This is an optimization exercise on Yosys and OpenROAD, whose aim is small area, not a production implementation.
The RTL was checked by simulation tests, not by an equivalence proof against the original design.
Power figures rest on the tool's default switching activity, not on a simulated workload.

==> flow/design.v <==
`timescale 1ns/1ps
package rram_pkg;
  typedef logic [32-1:0]    instr_t;
  typedef logic [16-1:0] line_t;
  typedef logic [16-1:0] sense_t;
  typedef logic [7-1:0]  im_addr_t;
  typedef logic [7:0]    im_count_t;
  typedef logic [7-1:0]  ob_addr_t;
  typedef logic [7:0]    ob_count_t;
  typedef logic [4-1:0]      cell_idx_t;
  typedef logic [31-28:0] opcode_t;
  typedef enum logic [2:0] {
    ST_IDLE,
    ST_FETCH,
    ST_DECODE,
    ST_WRITE_PULSE,
    ST_READ_PRE,
    ST_READ_SENSE,
    ST_READ_CAPTURE
  } ctrl_state_t;
  typedef enum logic [2:0] {
    PH_PARK,
    PH_WRITE,
    PH_PRECHARGE,
    PH_SENSE,
    PH_HOLD
  } drive_phase_t;
endpackage
`timescale 1ns/1ps
module instr_mem (
  input  logic                clk,
  input  logic                rst,
  input  logic                wr_en,
  input  rram_pkg::instr_t    wr_data,
  input  rram_pkg::im_addr_t  rd_addr,
  output rram_pkg::instr_t    rd_data,
  output rram_pkg::im_count_t count,
  output logic                full,
  output logic                empty
);
  rram_pkg::instr_t mem [0:(1 << 7)-1];
  rram_pkg::im_addr_t wr_ptr;
  assign wr_ptr = count[7-1:0];
  assign full   = (count == (1 << 7));
  assign empty  = (count == '0);
  always_ff @(posedge clk or negedge rst) begin
    if (!rst) begin
      count <= '0;
    end else if (wr_en && !full) begin
      count <= count + 1'b1;
    end
  end
  always_ff @(posedge clk) begin
    if (wr_en && !full) begin
      mem[wr_ptr] <= wr_data;
    end
  end
  always_ff @(posedge clk) begin
    rd_data <= mem[rd_addr];
  end
endmodule
`timescale 1ns/1ps
module pc_counter (
  input  logic                clk,
  input  logic                rst,
  input  logic                load,
  input  rram_pkg::im_addr_t  start_addr,
  input  logic                step,
  input  rram_pkg::im_count_t limit,
  output rram_pkg::im_addr_t  pc,
  output logic                at_end
);
  rram_pkg::im_count_t pc_ext;
  always_ff @(posedge clk or negedge rst) begin
    if (!rst) begin
      pc_ext <= '0;
    end else if (load) begin
      pc_ext <= {1'b0, start_addr};
    end else if (step) begin
      pc_ext <= pc_ext + 1'b1;
    end
  end
  assign pc = pc_ext[7-1:0];
  assign at_end = (pc_ext >= limit);
endmodule
`timescale 1ns/1ps
module ctrl_fsm (
  input  logic             clk,
  input  logic             rst,
  input  logic             enable_pc,
  input  logic             at_end,
  input  rram_pkg::instr_t instr,
  output logic             load,
  output logic             step,
  output logic             busy,
  output logic             capture,
  output rram_pkg::drive_phase_t drv_phase,
  output rram_pkg::cell_idx_t    drv_row,
  output rram_pkg::cell_idx_t    drv_col,
  output logic                   drv_set_bit,
  output logic                   drv_col_half
);
  rram_pkg::ctrl_state_t state;
  rram_pkg::ctrl_state_t state_d;
  rram_pkg::opcode_t     op;
  logic        wr_pulse;
  logic        run_done;
  rram_pkg::cell_idx_t   row_q;
  rram_pkg::cell_idx_t   col_q;
  logic        set_q;
  logic        half_q;
  assign op = instr[31:28];
  always_comb begin
    state_d = state;
    load    = 1'b0;
    step    = 1'b0;
    case (state)
      rram_pkg::ST_IDLE: begin
        if (enable_pc && !run_done) begin
          load    = 1'b1;
          state_d = rram_pkg::ST_FETCH;
        end
      end
      rram_pkg::ST_FETCH: begin
        if (at_end || !enable_pc) begin
          state_d = rram_pkg::ST_IDLE;
        end else begin
          step    = 1'b1;
          state_d = rram_pkg::ST_DECODE;
        end
      end
      rram_pkg::ST_DECODE:       state_d = (op == 4'h2) ? rram_pkg::ST_READ_PRE : rram_pkg::ST_WRITE_PULSE;
      rram_pkg::ST_WRITE_PULSE:  state_d = rram_pkg::ST_FETCH;
      rram_pkg::ST_READ_PRE:     state_d = rram_pkg::ST_READ_SENSE;
      rram_pkg::ST_READ_SENSE:   state_d = rram_pkg::ST_READ_CAPTURE;
      rram_pkg::ST_READ_CAPTURE: state_d = rram_pkg::ST_FETCH;
      default:         state_d = rram_pkg::ST_IDLE;
    endcase
  end
  always_ff @(posedge clk or negedge rst) begin
    if (!rst) begin
      state    <= rram_pkg::ST_IDLE;
      wr_pulse <= 1'b0;
      run_done <= 1'b0;
    end else begin
      state <= state_d;
      if (state == rram_pkg::ST_DECODE) begin
        wr_pulse <= (op == 4'h1);
      end
      if (state == rram_pkg::ST_FETCH && state_d == rram_pkg::ST_IDLE) begin
        run_done <= 1'b1;
      end else if (!enable_pc) begin
        run_done <= 1'b0;
      end
    end
  end
  always_ff @(posedge clk) begin
    if (state == rram_pkg::ST_DECODE) begin
      col_q  <= instr[3:0];
      set_q  <= instr[8];
      half_q <= instr[0];
      if (op == 4'h2) begin
        row_q <= instr[4:1];
      end else begin
        row_q <= instr[7:4];
      end
    end
  end
  assign busy    = (state != rram_pkg::ST_IDLE);
  assign capture = (state == rram_pkg::ST_READ_CAPTURE);
  always_comb begin
    case (state)
      rram_pkg::ST_IDLE, rram_pkg::ST_FETCH: drv_phase = rram_pkg::PH_PARK;
      rram_pkg::ST_WRITE_PULSE:    drv_phase = wr_pulse ? rram_pkg::PH_WRITE : rram_pkg::PH_PARK;
      rram_pkg::ST_READ_PRE:       drv_phase = rram_pkg::PH_PRECHARGE;
      rram_pkg::ST_READ_SENSE:     drv_phase = rram_pkg::PH_SENSE;
      default:           drv_phase = rram_pkg::PH_HOLD;
    endcase
  end
  assign drv_row      = row_q;
  assign drv_col      = col_q;
  assign drv_set_bit  = set_q;
  assign drv_col_half = half_q;
endmodule
`timescale 1ns/1ps
module array_driver (
  input  logic            clk,
  input  logic            rst,
  input  rram_pkg::drive_phase_t drv_phase,
  input  rram_pkg::cell_idx_t    drv_row,
  input  rram_pkg::cell_idx_t    drv_col,
  input  logic                   drv_set_bit,
  input  logic                   drv_col_half,
  output rram_pkg::line_t bl_in0,
  output rram_pkg::line_t bl_in1,
  output rram_pkg::line_t sl_in0,
  output rram_pkg::line_t sl_in1,
  output rram_pkg::line_t wl_in0,
  output rram_pkg::line_t wl_in1,
  output logic            wl_en,
  output logic            bl_en,
  output logic            sl_en,
  output logic            pre,
  output logic            sa_en,
  output logic            col_select
);
  rram_pkg::line_t row_hot;
  rram_pkg::line_t col_hot;
  rram_pkg::line_t half_mask;
  rram_pkg::line_t bl0_d, bl1_d, sl0_d, sl1_d, wl0_d, wl1_d;
  logic  wl_en_d, bl_en_d, sl_en_d, pre_d, sa_en_d, col_sel_d;
  logic  sensing;
  assign row_hot   = {{(16-1){1'b0}}, 1'b1} << drv_row;
  assign col_hot   = {{(16-1){1'b0}}, 1'b1} << drv_col;
  assign half_mask = {{(16/2){drv_col_half}},
                      {(16/2){~drv_col_half}}};
  assign sensing   = (drv_phase == rram_pkg::PH_SENSE);
  always_comb begin
    bl0_d = bl_in0;  bl1_d = bl_in1;
    sl0_d = sl_in0;  sl1_d = sl_in1;
    wl0_d = wl_in0;  wl1_d = wl_in1;
    wl_en_d = wl_en; bl_en_d = bl_en; sl_en_d = sl_en;
    pre_d = pre;     sa_en_d = sa_en; col_sel_d = col_select;
    case (drv_phase)
      rram_pkg::PH_PARK: begin
        bl0_d = '1; bl1_d = '1; sl0_d = '1; sl1_d = '1; wl0_d = '1; wl1_d = '1;
        wl_en_d = 1'b0; bl_en_d = 1'b0; sl_en_d = 1'b0;
        pre_d = 1'b1; sa_en_d = 1'b0;
      end
      rram_pkg::PH_WRITE: begin
        wl0_d = ~row_hot;
        wl1_d = '1;
        if (drv_set_bit) begin
          bl0_d = ~col_hot; bl1_d = ~col_hot; sl0_d = '1; sl1_d = '1;
        end else begin
          bl0_d = '1; bl1_d = '1; sl0_d = ~col_hot; sl1_d = '1;
        end
        wl_en_d = 1'b1; bl_en_d = 1'b1; sl_en_d = 1'b1;
        pre_d = 1'b1; sa_en_d = 1'b0;
      end
      rram_pkg::PH_PRECHARGE, rram_pkg::PH_SENSE: begin
        wl0_d = ~row_hot; wl1_d = ~row_hot;
        bl0_d = ~half_mask; bl1_d = '1;
        sl0_d = '1; sl1_d = '1;
        col_sel_d = drv_col_half;
        pre_d = sensing; wl_en_d = sensing; bl_en_d = sensing;
        sl_en_d = 1'b0; sa_en_d = sensing;
      end
      default: ;
    endcase
  end
  always_ff @(posedge clk or negedge rst) begin
    if (!rst) begin
      bl_in0 <= '1; bl_in1 <= '1;
      sl_in0 <= '1; sl_in1 <= '1;
      wl_in0 <= '1; wl_in1 <= '1;
      wl_en <= 1'b0; bl_en <= 1'b0; sl_en <= 1'b0;
      pre <= 1'b1; sa_en <= 1'b0; col_select <= 1'b0;
    end else begin
      bl_in0 <= bl0_d; bl_in1 <= bl1_d;
      sl_in0 <= sl0_d; sl_in1 <= sl1_d;
      wl_in0 <= wl0_d; wl_in1 <= wl1_d;
      wl_en <= wl_en_d; bl_en <= bl_en_d; sl_en <= sl_en_d;
      pre <= pre_d; sa_en <= sa_en_d; col_select <= col_sel_d;
    end
  end
endmodule
`timescale 1ns/1ps
module read_buffer (
  input  logic                clk,
  input  logic                rst,
  input  logic                capture,
  input  rram_pkg::sense_t    csa,
  input  logic                rd_en,
  input  rram_pkg::ob_addr_t  rd_addr,
  output rram_pkg::sense_t    rd_data,
  output rram_pkg::ob_count_t count
);
  rram_pkg::sense_t   mem [0:(1 << 7)-1];
  rram_pkg::ob_addr_t wr_ptr;
  logic     full;
  assign wr_ptr = count[7-1:0];
  assign full   = (count == (1 << 7));
  always_ff @(posedge clk or negedge rst) begin
    if (!rst) begin
      count <= '0;
    end else if (capture && !full) begin
      count <= count + 1'b1;
    end
  end
  always_ff @(posedge clk) begin
    if (capture && !full) begin
      mem[wr_ptr] <= csa;
    end
  end
  always_ff @(posedge clk) begin
    if (rd_en) begin
      rd_data <= mem[rd_addr];
    end
  end
endmodule
`timescale 1ns/1ps
module rram_ctrl_top (
  input  logic                clk,
  input  logic                rst,
  input  logic                im_wr_en,
  input  rram_pkg::instr_t    im_wr_data,
  output logic                im_full,
  output logic                im_empty,
  input  logic                enable_pc,
  input  rram_pkg::im_addr_t  start_pc_addr,
  output logic                busy,
  output rram_pkg::line_t     bl_in0,
  output rram_pkg::line_t     bl_in1,
  output rram_pkg::line_t     sl_in0,
  output rram_pkg::line_t     sl_in1,
  output rram_pkg::line_t     wl_in0,
  output rram_pkg::line_t     wl_in1,
  output logic                wl_en,
  output logic                bl_en,
  output logic                sl_en,
  output logic                pre,
  output logic                sa_en,
  output logic                col_select,
  input  rram_pkg::sense_t    csa,
  input  logic                out_rd_en,
  input  rram_pkg::ob_addr_t  out_rd_addr,
  output rram_pkg::sense_t    out_rd_data,
  output rram_pkg::ob_count_t out_count
);
  rram_pkg::instr_t    instr;
  rram_pkg::im_count_t im_count;
  rram_pkg::im_addr_t  pc;
  logic      at_end;
  logic      pc_load;
  logic      pc_step;
  logic      capture;
  rram_pkg::drive_phase_t drv_phase;
  rram_pkg::cell_idx_t    drv_row;
  rram_pkg::cell_idx_t    drv_col;
  logic         drv_set_bit;
  logic         drv_col_half;
  instr_mem u_instr_mem (
    .clk(clk), .rst(rst),
    .wr_en(im_wr_en), .wr_data(im_wr_data),
    .rd_addr(pc), .rd_data(instr),
    .count(im_count), .full(im_full), .empty(im_empty)
  );
  pc_counter u_pc_counter (
    .clk(clk), .rst(rst),
    .load(pc_load), .start_addr(start_pc_addr), .step(pc_step),
    .limit(im_count), .pc(pc), .at_end(at_end)
  );
  ctrl_fsm u_ctrl_fsm (
    .clk(clk), .rst(rst),
    .enable_pc(enable_pc), .at_end(at_end), .instr(instr),
    .load(pc_load), .step(pc_step), .busy(busy), .capture(capture),
    .drv_phase(drv_phase), .drv_row(drv_row), .drv_col(drv_col),
    .drv_set_bit(drv_set_bit), .drv_col_half(drv_col_half)
  );
  array_driver u_array_driver (
    .clk(clk), .rst(rst),
    .drv_phase(drv_phase), .drv_row(drv_row), .drv_col(drv_col),
    .drv_set_bit(drv_set_bit), .drv_col_half(drv_col_half),
    .bl_in0(bl_in0), .bl_in1(bl_in1), .sl_in0(sl_in0), .sl_in1(sl_in1),
    .wl_in0(wl_in0), .wl_in1(wl_in1),
    .wl_en(wl_en), .bl_en(bl_en), .sl_en(sl_en),
    .pre(pre), .sa_en(sa_en), .col_select(col_select)
  );
  read_buffer u_read_buffer (
    .clk(clk), .rst(rst),
    .capture(capture), .csa(csa),
    .rd_en(out_rd_en), .rd_addr(out_rd_addr), .rd_data(out_rd_data),
    .count(out_count)
  );
endmodule
==> flow/run.sh <==
#!/bin/bash
# synth_recipe.tcl (not shown) runs the flow's synth.tcl, then flattens the netlist and writes it again
# the make line also repeats each setting of config.mk as NAME=value (left out here)
make -C /OpenROAD-flow-scripts/flow DESIGN_CONFIG=/design/flow/config.mk WORK_HOME=/design/flow/orfs CLKGATE_MAP_FILE= SYNTH_SCRIPT=/design/flow/synth_recipe.tcl finish
==> flow/config.mk <==
export PLATFORM = sky130hd
export DESIGN_NAME = rram_ctrl_top
export DESIGN_NICKNAME = rram_ctrl_top
export VERILOG_FILES = /design/flow/design.v
export SDC_FILE = /design/flow/constraint.sdc
export NUM_CORES = 4
export LEC_CHECK = 0
export CAP_MARGIN = 20
export CORE_MARGIN = 2
export CORE_UTILIZATION = 40
export SLEW_MARGIN = 20
==> flow/constraint.sdc <==
create_clock -name core_clock -period 7.0 [get_ports {clk}]
set_input_delay 1.4000 -clock core_clock [delete_from_list [all_inputs] [get_ports {clk}]]
set_output_delay 1.4000 -clock core_clock [all_outputs]
set_load 0.01 [all_outputs]
==> results.txt <==
-- layer usage --
layer / wire length, um / GRT usage / vias up
met5: 26 / 0 / -
met4: 11200 / 0.0582 / 4
met3: 25300 / 0.0276 / 546
met2: 178000 / 0.313 / 2727
met1: 149000 / 0.265 / 38400
li1: - / - / 29600
-- cells by family after synthesis --
family,count (synthesis),share of synthesized area
xor gates and xnor gates,17,0.00101
DFF,3864,0.780
buffers and inverters,403,0.0132
other,1,0.0000254
adders and majority gates,13,0.00110
muxes,1139,0.155
AOI/OAI and AO/OA,555,0.0257
and+or+nand+nor,794,0.0234
-- final timing paths --
check	endpoint	cells after the start
setup / recovery	im_full	6
hold / removal	u_ctrl_fsm.col_q[0]$_DFFE_PP_	0
setup reg to reg	u_read_buffer.mem[110][8]$_DFFE_PP_	4
hold reg to reg	u_ctrl_fsm.col_q[0]$_DFFE_PP_	0
max in group asynchronous	u_array_driver.bl_in0[7]$_DFFE_PN1P_	2
min in group asynchronous	u_instr_mem.count[2]$_DFFE_PN0P_	1
-- cell usage after synthesis (40+ instances only) --
| cell | n | area, um^2 |
|---|---|---|
| sky130_fd_sc_hd__a211oi_1 | 53 | 398 |
| sky130_fd_sc_hd__nor2_1 | 388 | 1460 |
| sky130_fd_sc_hd__edfxtp_1 | 3737 | 112000 |
| sky130_fd_sc_hd__a22oi_1 | 65 | 488 |
| sky130_fd_sc_hd__nand2_1 | 185 | 694 |
| sky130_fd_sc_hd__o21ai_0 | 49 | 245 |
| sky130_fd_sc_hd__buf_4 | 57 | 428 |
| sky130_fd_sc_hd__nand3_1 | 40 | 200 |
| sky130_fd_sc_hd__o22ai_1 | 106 | 663 |
| sky130_fd_sc_hd__mux4_2 | 922 | 20800 |
| sky130_fd_sc_hd__mux2i_1 | 208 | 2080 |
| sky130_fd_sc_hd__clkbuf_1 | 159 | 597 |
| sky130_fd_sc_hd__o211ai_1 | 47 | 353 |
| sky130_fd_sc_hd__dfstp_2 | 81 | 2130 |
| sky130_fd_sc_hd__buf_2 | 118 | 591 |
| sky130_fd_sc_hd__a21oi_1 | 100 | 500 |
| sky130_fd_sc_hd__buf_1 | 41 | 154 |
-- area by class of cell --
cell class / instances / area, um^2
Antenna cell: 6 / 15.0
Inverter: 19 / 71.3
Multi-Input combinational cell: 2534 / 30800
Clock buffer: 509 / 10600
Timing Repair Buffer: 526 / 4580
Fill cell: 30400 / 199000
Clock inverter: 212 / 1860
Tap cell: 4950 / 6190
Sequential cell: 3864 / 115000
-- flip-flops by register name, summed over array words and instances, names as in the netlist, 3 cells and up --
register / flops
u_read_buffer.mem: 2048
u_array_driver.wl_in1: 16
u_ctrl_fsm.state: 3
u_array_driver.bl_in0: 16
u_ctrl_fsm.row_q: 4
u_array_driver.bl_in1: 16
u_instr_mem.mem: 1664
u_ctrl_fsm.col_q: 4
u_read_buffer.rd_data: 16
u_instr_mem.rd_data: 13
u_array_driver.wl_in0: 16
u_read_buffer.count: 8
u_pc_counter.pc_ext: 8
u_array_driver.sl_in0: 16
u_instr_mem.count: 8
-- critical path, cell delays in order, from the launching register on --
cell,delay [ns]
sky130_fd_sc_hd__dfrtp_1,0.44
sky130_fd_sc_hd__inv_1,0.21
sky130_fd_sc_hd__ha_1,0.18
sky130_fd_sc_hd__nor2b_1,0.18
sky130_fd_sc_hd__nand3_1,0.14
sky130_fd_sc_hd__nor2_1,0.48
sky130_fd_sc_hd__clkdlybuf4s50_1,0.65
-- power groups by stage --
| stage | Combinational, uW | Sequential [uW] | Clock, uW |
|---|---|---|---|
| 2_1_floorplan | 6000 | 26400 | 0 |
| 3_3_place_gp | 9290 | 26700 | 0 |
| 3_5_place_dp | 9380 | 26700 | 0 |
| 4_1_cts | 9410 | 26200 | 20600 |
| 5_1_grt | 9810 | 26300 | 21400 |
| 6_report | 9300 | 26200 | 20200 |
-- per-stage QoR --
| stage | hold slack [ns] | setup slack, ns | util |
|---|---|---|---|
| 3_5_place_dp | 0.400 | 2.08 | 0.426 |
| 2_1_floorplan | 0.386 | 3.53 | - |
| 3_3_place_gp | 0.396 | 2.10 | 0.426 |
| 6_report | 0.419 | 2.38 | 0.460 |
| 4_1_cts | 0.414 | 2.37 | 0.460 |
| 5_1_grt | 0.429 | 2.18 | 0.460 |
==> metrics.log <==
INFO  metric critPathLaunchType = flip-flop
INFO  metric postCtsSetupBuffers = 0
INFO  metric grt_remaining_overflow = 0
INFO  metric async_flop_share = 0.0295
INFO  metric yosys_most_used_dff = sky130_fd_sc_hd__edfxtp_1
INFO  metric stdcell_area = 170,000 um^2
INFO  metric synth-edff-count = 3,737
INFO  metric clk_pin_slew = 0.06 ns
INFO  metric required = 5.60 ns
INFO  metric maxSlewViolCount = 0
INFO  metric max_clock_freq = 0.216 GHz
INFO  metric p_leak = 0.0529 uW
INFO  metric post_synth_num_cell_types = 59
INFO  metric area_of_the_core = 369,000 um^2
INFO  metric worst-slew-pin-transition = 1.18 ns
INFO  metric fin_cells = 12,600
INFO  metric worst_path_class_setup = reg -> out
INFO  metric share_seq_of_total_power = 0.471
INFO  metric placed_cell_area = 157,000 um^2
INFO  metric numPlacedInstances = 11,900
INFO  metric hpwl = 215 mm
INFO  metric max_cap_viol = 0
INFO  metric finish.net_count = 7,419
INFO  metric p_sw_frac = 0.265
INFO  metric fin_tns_setup = 0 ns
INFO  metric number_of_cts_inserted_buffers = 394
INFO  metric syn_avg_cell_area = 21.8 um^2
INFO  metric layout-drive-gt1-share = 0.264
INFO  metric power_per_cell_area = 329 nW/um^2
INFO  metric max-slew-margin-rel = 0.212
INFO  metric placement.io_buffers = 160
INFO  metric layout_min_cycle_time = 4.62 ns
INFO  metric worstHoldStart = u_instr_mem.rd_data[0]$_DFF_P_
INFO  metric num_vias = 71,200
INFO  metric layout_commonest_cell = sky130_fd_sc_hd__edfxtp_1
INFO  metric vias_in_the_first_global_route = 71,800
INFO  metric synthCells = 6,786
INFO  metric hold_path_class = reg -> reg
INFO  metric layout_worst_path_cycle_share = 0.661
INFO  metric timing.reg2reg.setup_slack = 2.65 ns
INFO  metric timing.final.hold_violations = 0
INFO  metric power.share.combinational = 0.167
INFO  metric worst_ep_arrival_time = 3.22 ns
INFO  metric finClkSkew = 0.0802 ns
INFO  metric ys_ff_latch = 3,864
INFO  metric yosys_warnings = 5
INFO  metric synth_seq_area_share = 0.780
INFO  metric floorplan.die.width = 612 um
INFO  metric post_synthesis_instance_area = 148,000 um^2
INFO  metric area_enclosed_by_the_die_boundary = 375,000 um^2
INFO  metric crit_path_start = u_instr_mem.count[1]$_DFFE_PN0P_
INFO  metric cts-resized-gates = 0
INFO  metric totalWireLength = 364 mm
INFO  metric io_pins = 196
INFO  metric status = finished clean
INFO  metric pin_count_of_the_biggest_net_entering_global_routing = 105
INFO  metric floorplan.initialDensity = 0.401
INFO  metric detailedRoute.firstPassIterationCount = 6
INFO  metric power_total = 55,700 uW
INFO  metric cellInternalPower = 40,900 uW
INFO  metric holdBufCountCts = 0
INFO  metric drc = 0
INFO  metric detail-route-antenna-nets = 0
INFO  metric grt_antenna_before_repair = 8
INFO  metric clock_power_share = 0.363
INFO  metric ir_drop = 320 uV
INFO  metric place.gp.congestion = 0.839
INFO  metric track_usage = 0.191
INFO  metric end_kind = primary output
INFO  metric cp_max_fo = 7
INFO  metric rsz0062_at_grt = false
INFO  metric std_cell_rows = 223
INFO  metric dieHeight = 612 um
INFO  metric wl_per_cell = 28.8 um
INFO  metric cts.sinks = 3,864
INFO  metric net-switching-power = 14,800 uW
INFO  metric area_added_between_synthesis_and_finish = 14.6%
INFO  metric worstSkewPairLatency = 0.96 ns
INFO  metric clock-root-buffer = sky130_fd_sc_hd__clkbuf_16
INFO  metric tritoncts = yes
INFO  metric cts-root-to-sink-buffers = 4
INFO  metric rr_startpoint = u_ctrl_fsm.state[1]$_DFF_PN0_
INFO  metric number_of_drc_violations_after_detailed_routing_iteration_0 = 7,667
INFO  metric layout.cells.most_common_list = sky130_fd_sc_hd__edfxtp_1, sky130_fd_sc_hd__mux4_2, sky130_fd_sc_hd__clkbuf_16
INFO  metric detail_route.vias_per_cell = 5.65
INFO  metric cts-htree-levels = 5
INFO  metric finalSetupViolations = 0
INFO  metric wire_length_of_the_first_global_routing_pass = 520 mm

-- separate check: timing with driven ports --
How much do the figures lean on ideal ports? The routed layout below was timed once more, with nothing changed but the port constraints. Step 1 sets driving cells, clkbuf_16 on the clock port and buf_2 on the other inputs (assumed; they add their load-dependent delay and slew). Step 2 times the ports against the registers' clock, not the clock port: input delays grow and output delays shrink by t, the midpoint of the rising clock arrivals with the driver on. Three values: ideal ports, drivers, drivers and shift; two values: the first two.
shift t [ns]: 1.023
setup slack, ns: 2.375 / 2.272 / 2.156
worst hold slack (ns): 0.419 / 0.419 / 0.419
latest minus earliest clock arrival (ns): 0.091 / 0.091
After both steps this run still meets setup and hold. The setup slack of this run moves by -0.103 ns with the drivers and by -0.219 ns with both steps.
